Source: an optimization exercise on an open RTL-to-GDS flow (aim: small area, a short achievable clock period and few clock cycles). Production flows keep margins and buffers that such runs may drop.
Where RTL was checked, it was by simulation tests only, not by an equivalence proof against the original.
Power is estimated from default activity; no workload was simulated.

## cache_ctrl
module cache_ctrl #(
   parameter int ADDR_W      = 10,
   parameter int NUM_BLOCKS  = 4,
   parameter int BLOCK_WORDS = 4,
   parameter int CNT_W       = 16
) (
   input  logic                      clk,
   input  logic                      rst_n,
   input  logic                      cpu_req_valid,
   output logic                      cpu_req_ready,
   input  logic                      cpu_we,
   input  logic [ADDR_W-1:0]         cpu_addr,
   input  logic [31:0]               cpu_wdata,
   output logic                      cpu_resp_valid,
   output logic [31:0]               cpu_rdata,
   output logic                      mem_req,
   output logic                      mem_we,
   output logic [ADDR_W-1:0]         mem_addr,
   output logic [32*BLOCK_WORDS-1:0] mem_wdata,
   input  logic [32*BLOCK_WORDS-1:0] mem_rdata,
   input  logic                      mem_done,
   output logic [CNT_W-1:0]          hit_cnt,
   output logic [CNT_W-1:0]          miss_cnt
);
   localparam int TAG_W  = ADDR_W - 6;
   localparam int LINE_W = 32 * BLOCK_WORDS;
   logic [NUM_BLOCKS-1:0] valid_arr;
   logic [NUM_BLOCKS-1:0] dirty_arr;
   logic [TAG_W-1:0]      tag_arr  [NUM_BLOCKS];
   logic [LINE_W-1:0]     data_arr [NUM_BLOCKS];
   logic             r_v;
   logic             r_hit;
   logic [TAG_W-1:0] r_tag;
   logic [1:0]       r_idx;
   logic [1:0]       r_word;
   logic             r_we;
   logic [31:0]      r_wdata;
   logic             rd_q;
   logic             rdy;
  ...
For scale: about 2,000 cells after synthesis, ~800 flip-flops, ~380 I/O pins, roughly 31,000 µm² of cells after synthesis.
clock: 4.0 ns
lec_check: 0
cap_margin: 20
core_margin: 2
core_utilization: 60
cts_cluster_diameter: 100
cts_cluster_size: 24
setup_slack_margin: 2.05
slew_margin: 20
standard.sh (not shown) runs the stock make flow with config.mk's settings and CLKGATE_MAP_FILE= SYNTH_SCRIPT=/design/flow/synth_recipe.tcl, a recipe that flattens the netlist after the stock synthesis.
==> flow/flow/run.sh <==
#!/bin/bash
# Standard ORFS layout with two changes to how it is made:
#  * the resizer may swap cells across footprints (MATCH_CELL_FOOTPRINT=0);
#  * while the ports are buffered (global placement), delay cells are
#    don't-use, so the port buffers are plain buffers.
set -euo pipefail
here=$(pwd)
bash standard.sh synth > synth.log 2>&1
bash standard.sh PRE_GLOBAL_PLACE_TCL="$here/flow/gp_pre.tcl" MATCH_CELL_FOOTPRINT=0 finish > layout.log 2>&1
==> flow/flow/gp_pre.tcl <==
# Keep delay cells out of the port buffers inserted in this step.
set_dont_use [get_lib_cells {sky130_fd_sc_hd__clkdlybuf4s* sky130_fd_sc_hd__dlygate* sky130_fd_sc_hd__dlymetal*}]
Testbench counts at the start, summed over its fixed seeds: cycles 33,730.
Change:
--- a/flow/config.mk
+++ b/flow/config.mk
@@ -11,4 +11,4 @@
 export CTS_CLUSTER_DIAMETER = 100
 export CTS_CLUSTER_SIZE = 24
-export SETUP_SLACK_MARGIN = 2.05
+export SETUP_SLACK_MARGIN = 1.9
 export SLEW_MARGIN = 20
Result: The new run completed without violations; sequential power is about the same; clock-buffer cell count decreases by 1; worst setup slack degrades by 0.028 ns; via count is lower by 1.3%; hold slack hardly moves; area after synthesis stays the same; non-clock buffer count shrinks by 64; final area decreases by 4.2%; combinational power drops by 13%; power shrinks by 0.36%.
Change:
--- a/flow/config.mk
+++ b/flow/config.mk
@@ -11,4 +11,4 @@
 export CTS_CLUSTER_DIAMETER = 100
 export CTS_CLUSTER_SIZE = 24
-export SETUP_SLACK_MARGIN = 1.9
+export SETUP_SLACK_MARGIN = 1.75
 export SLEW_MARGIN = 20
Outcome: The changed run produced a clean layout. Routed wire length drops by 4.8%. Design area falls by 1.1%. Clock skew is about the same. Count of clock-buffer cells in the layout grows by 1. Via count falls by 2.1%. Worst setup slack degrades by 0.070 ns. Combinational power decreases by 4.0%. Hold slack gets worse by 0.15 ns. Core utilization came out lower by 0.75 points. Sequential share of layout area is higher by 0.55 points. Clock power goes down by about 0.9%.

* * *

cache_ctrl, a different RTL version from the one above (not shown whole).
Size: roughly 2,000 cells after synthesis, roughly 780 flip-flops, ~380 I/O pins, roughly 0.032 mm2 of cells after synthesis.
clock: 4.0 ns
lec_check: 0
cap_margin: 20
core_margin: 2
core_utilization: 40
setup_slack_margin: 2.0
slew_margin: 20
Scripts as last shown in full above: flow/flow/run.sh, flow/flow/gp_pre.tcl
Next try:
- CORE_UTILIZATION: 40 -> 60
- SETUP_SLACK_MARGIN: 2.0 -> 1.75
The changed run ran to the end with no violations.
Global-route usage grows by 7.2 points.
Non-clock buffer count shrinks by 303.
Utilization grows by 17 points.
Worst hold slack gets worse by 0.025 ns.
Next try:
==> flow/run.sh (new file) <==
#!/bin/bash
# synth_recipe.tcl (not shown) runs the flow's synth.tcl, then flattens the netlist and writes it again
# the make line also repeats each setting of config.mk as NAME=value (left out here)
make -C /OpenROAD-flow-scripts/flow DESIGN_CONFIG=/design/flow/config.mk WORK_HOME=/design/flow/orfs CLKGATE_MAP_FILE= SYNTH_SCRIPT=/design/flow/synth_recipe.tcl finish
- CORE_UTILIZATION: 60 -> 40
- SETUP_SLACK_MARGIN: 1.75 -> 2.0
removed: flow/flow/run.sh
removed: flow/flow/gp_pre.tcl
removed: flow/standard.sh
Result:
- cell area rises by about a fifth
- sequential share of layout area came out lower by 9.7 points
- worst setup slack gets better by 0.046 ns
- total power grows by a few percent
- synthesized cell count stays the same
- die area increases by well over a third
- fmax rose by a few percent
- wire length grows by a quarter to a third
- synthesized area stays the same
- core utilization drops by 15 points
- sequential cell count is unchanged
Function was not checked in any run of this note: the RTL went through the layout flow alone.

* * *

## raven
The RTL this note starts from:
==> flow/design.v <==
module cache_ctrl #(
   parameter int ADDR_W      = 10,
   parameter int NUM_BLOCKS  = 4,
   parameter int BLOCK_WORDS = 4,
   parameter int CNT_W       = 16
) (
   input  logic                      clk,
   input  logic                      rst_n,
   input  logic                      cpu_req_valid,
   output logic                      cpu_req_ready,
   input  logic                      cpu_we,
   input  logic [ADDR_W-1:0]         cpu_addr,
   input  logic [31:0]               cpu_wdata,
   output logic                      cpu_resp_valid,
   output logic [31:0]               cpu_rdata,
   output logic                      mem_req,
   output logic                      mem_we,
   output logic [ADDR_W-1:0]         mem_addr,
   output logic [32*BLOCK_WORDS-1:0] mem_wdata,
   input  logic [32*BLOCK_WORDS-1:0] mem_rdata,
   input  logic                      mem_done,
   output logic [CNT_W-1:0]          hit_cnt,
   output logic [CNT_W-1:0]          miss_cnt
);
   localparam int TAG_W  = ADDR_W - 6;
   localparam int LINE_W = 32 * BLOCK_WORDS;
   logic [NUM_BLOCKS-1:0] valid_arr;
   logic [NUM_BLOCKS-1:0] dirty_arr;
   logic [TAG_W-1:0]      tag_arr  [NUM_BLOCKS];
   logic [LINE_W-1:0]     data_arr [NUM_BLOCKS];
   logic             r_v;
   logic             r_hit;
   logic [TAG_W-1:0] r_tag;
   logic [1:0]       r_idx;
   logic [1:0]       r_word;
   logic             r_we;
   logic [31:0]      r_wdata;
   logic             rdy;
   logic [TAG_W-1:0] mem_tag;
   logic [TAG_W-1:0] in_tag;
   logic [1:0]       in_idx;
   logic             in_hit;
   logic             in_victim_dirty;
   logic             rd_open;
   logic             rd_done;
   logic             wb_done;
   logic             accept;
   logic             unused_addr_bits;
   assign unused_addr_bits = ^cpu_addr[1:0];
   assign in_tag = cpu_addr[ADDR_W-1:6];
   assign in_idx = cpu_addr[5:4];
   assign in_hit          = valid_arr[in_idx] && (tag_arr[in_idx] == in_tag);
   assign in_victim_dirty = valid_arr[in_idx] && dirty_arr[in_idx];
   assign rd_open = mem_req && !mem_we;
   assign rd_done = rd_open && mem_done;
   assign wb_done = mem_req && mem_we && mem_done;
   assign cpu_req_ready = rdy || rd_done;
   assign accept        = cpu_req_valid && cpu_req_ready;
   assign mem_addr = {mem_tag, r_idx, 4'h0};
   assign mem_wdata = data_arr[r_idx];
   always_ff @(posedge clk or negedge rst_n) begin
      if (!rst_n) begin
         rdy            <= 1'b1;
         r_v            <= 1'b0;
         mem_req        <= 1'b0;
         mem_we         <= 1'b0;
         cpu_resp_valid <= 1'b0;
         valid_arr      <= '0;
         dirty_arr      <= '0;
         hit_cnt        <= '0;
         miss_cnt       <= '0;
      end else begin
         r_v            <= accept;
         cpu_resp_valid <= (r_v && r_hit) || rd_done;
         if (wb_done) mem_we <= 1'b0;
         if (rd_done) begin
            mem_req <= 1'b0;
            rdy     <= 1'b1;
         end
         if (accept) begin
            if (in_hit) begin
               if (cpu_we) dirty_arr[in_idx] <= 1'b1;
            end else begin
               valid_arr[in_idx] <= 1'b1;
               dirty_arr[in_idx] <= cpu_we;
               mem_req           <= 1'b1;
               mem_we            <= in_victim_dirty;
               rdy               <= 1'b0;
            end
         end
         if (r_v) begin
            if (r_hit) begin
               if (hit_cnt != {CNT_W{1'b1}}) hit_cnt <= hit_cnt + CNT_W'(1);
            end else begin
               if (miss_cnt != {CNT_W{1'b1}}) miss_cnt <= miss_cnt + CNT_W'(1);
            end
         end
      end
   end
   always_ff @(posedge clk) begin
      if (accept) begin
         r_hit   <= in_hit;
         r_tag   <= in_tag;
         r_idx   <= in_idx;
         r_word  <= cpu_addr[3:2];
         r_we    <= cpu_we;
         r_wdata <= cpu_wdata;
         if (!in_hit) begin
            tag_arr[in_idx] <= in_tag;
            mem_tag         <= in_victim_dirty ? tag_arr[in_idx] : in_tag;
         end
      end else if (wb_done) begin
         mem_tag <= r_tag;
      end
   end
   logic [31:0] wsrc [BLOCK_WORDS];
   logic [BLOCK_WORDS-1:0] wsel_mem;
   logic [BLOCK_WORDS-1:0] wen;
   always_comb begin
      for (int w = 0; w < BLOCK_WORDS; w++) begin
         wsel_mem[w] = rd_open && !(r_we && r_word == 2'(w));
         wsrc[w]     = wsel_mem[w] ? mem_rdata[32*w +: 32] : r_wdata;
         wen[w]      = rd_open || (r_v && r_hit && r_we && r_word == 2'(w));
      end
   end
   always_ff @(posedge clk) begin
      for (int l = 0; l < NUM_BLOCKS; l++) begin
         for (int w = 0; w < BLOCK_WORDS; w++) begin
            if (r_idx == 2'(l) && wen[w]) data_arr[l][32*w +: 32] <= wsrc[w];
         end
      end
   end
   always_ff @(posedge clk) begin
      if (rd_open) cpu_rdata <= mem_rdata[{r_word, 5'd0} +: 32];
      else         cpu_rdata <= data_arr[r_idx][{r_word, 5'd0} +: 32];
   end
endmodule
clock: 4.0 ns
lec_check: 0
cap_margin: 20
core_margin: 2
core_utilization: 40
slew_margin: 20
run.sh (not shown) runs the stock make flow with config.mk's settings and CLKGATE_MAP_FILE= SYNTH_SCRIPT=/design/flow/synth_recipe.tcl, a recipe that flattens the netlist after the stock synthesis.
Stock flow here: none of the scripts above is used.
Testbench counts of raven, summed over its fixed seeds: cycles 33,730.
Input-level comparison between pepper and raven:
- ABC_CLOCK_PERIOD_IN_PS: unset -> 2000
- SETUP_SLACK_MARGIN: unset -> 2.0
Notes after the runs:
The flow did not stop early for pepper: all stages ran, and the layout cleared the timing, DRC and antenna checks. | final critical-path setup slack | pepper vs raven | better |. Compared with raven, in pepper via count saw an increase, post-detailed-routing wire length saw an increase.
Modified inputs, garnet compared to pepper
- swapping 2.0 for 1.5 in SETUP_SLACK_MARGIN
- clearing ABC_CLOCK_PERIOD_IN_PS, which used to be 2000
Results
Against pepper, total leakage power in garnet came out better. For design internal power, dividing the value from pepper by the value from garnet gives 1.18. Between pepper and garnet, the flow reports HPWL after detailed placement increasing slightly. Compared with pepper, garnet ends up with a smaller final cell area.

afterwards: timing with drivers on the ports:
The flow's constraints put no driver on any port. The routed layouts listed below were extracted and timed again, unchanged, in two steps.
Step 1 assumes that a clkbuf_16 drives the clock port and a buf_2 every other input.
Step 2 moves the port delays by t, midway between the first and last clock arrival at a register: inputs arrive t later, outputs are due t later. That takes back most of the time a late clock gives input paths.
Slacks: ideal ports / drivers / drivers and shift; pairs: ideal ports / drivers.
run | shift t [ns] | slack for setup (ns) | worst setup path at the end | worst register clock-pin slew, ns | worst data-port slew with drivers (ns)
the first run of note 1 | 0.653 | 1.862 / 1.799 / 1.439 | input to register | 0.10 / 0.10 | 0.11
the second run of note 1 | 0.657 | 1.834 / 1.773 / 1.354 | input to register | 0.10 / 0.10 | 0.12
the third run of note 1 | 0.651 | 1.764 / 1.727 / 1.152 | input to register | 0.10 / 0.10 | 0.11
the first run of note 2 | 0.695 | 1.711 / 1.647 / 1.250 | input to register | 0.06 / 0.06 | 0.18
the second run of note 2 | 0.680 | 1.677 / 1.620 / 1.180 | input to register | 0.07 / 0.07 | 0.12
the third run of note 2 | 0.691 | 1.722 / 1.673 / 1.207 | input to register | 0.07 / 0.07 | 0.21
raven | 0.651 | 0.280 / 0.215 / 0.579 | input to register | 0.06 / 0.06 | 0.14
pepper | 0.672 | 0.824 / 0.757 / 1.189 | input to register | 0.06 / 0.06 | 0.13
garnet | 0.658 | 0.806 / 0.742 / 0.949 | input to register | 0.06 / 0.06 | 0.13
After both steps setup and hold are still met in every run listed. For the third run of note 1, which loses most, drivers alone change the setup slack by -0.037 ns; drivers and shift together by -0.612 ns.
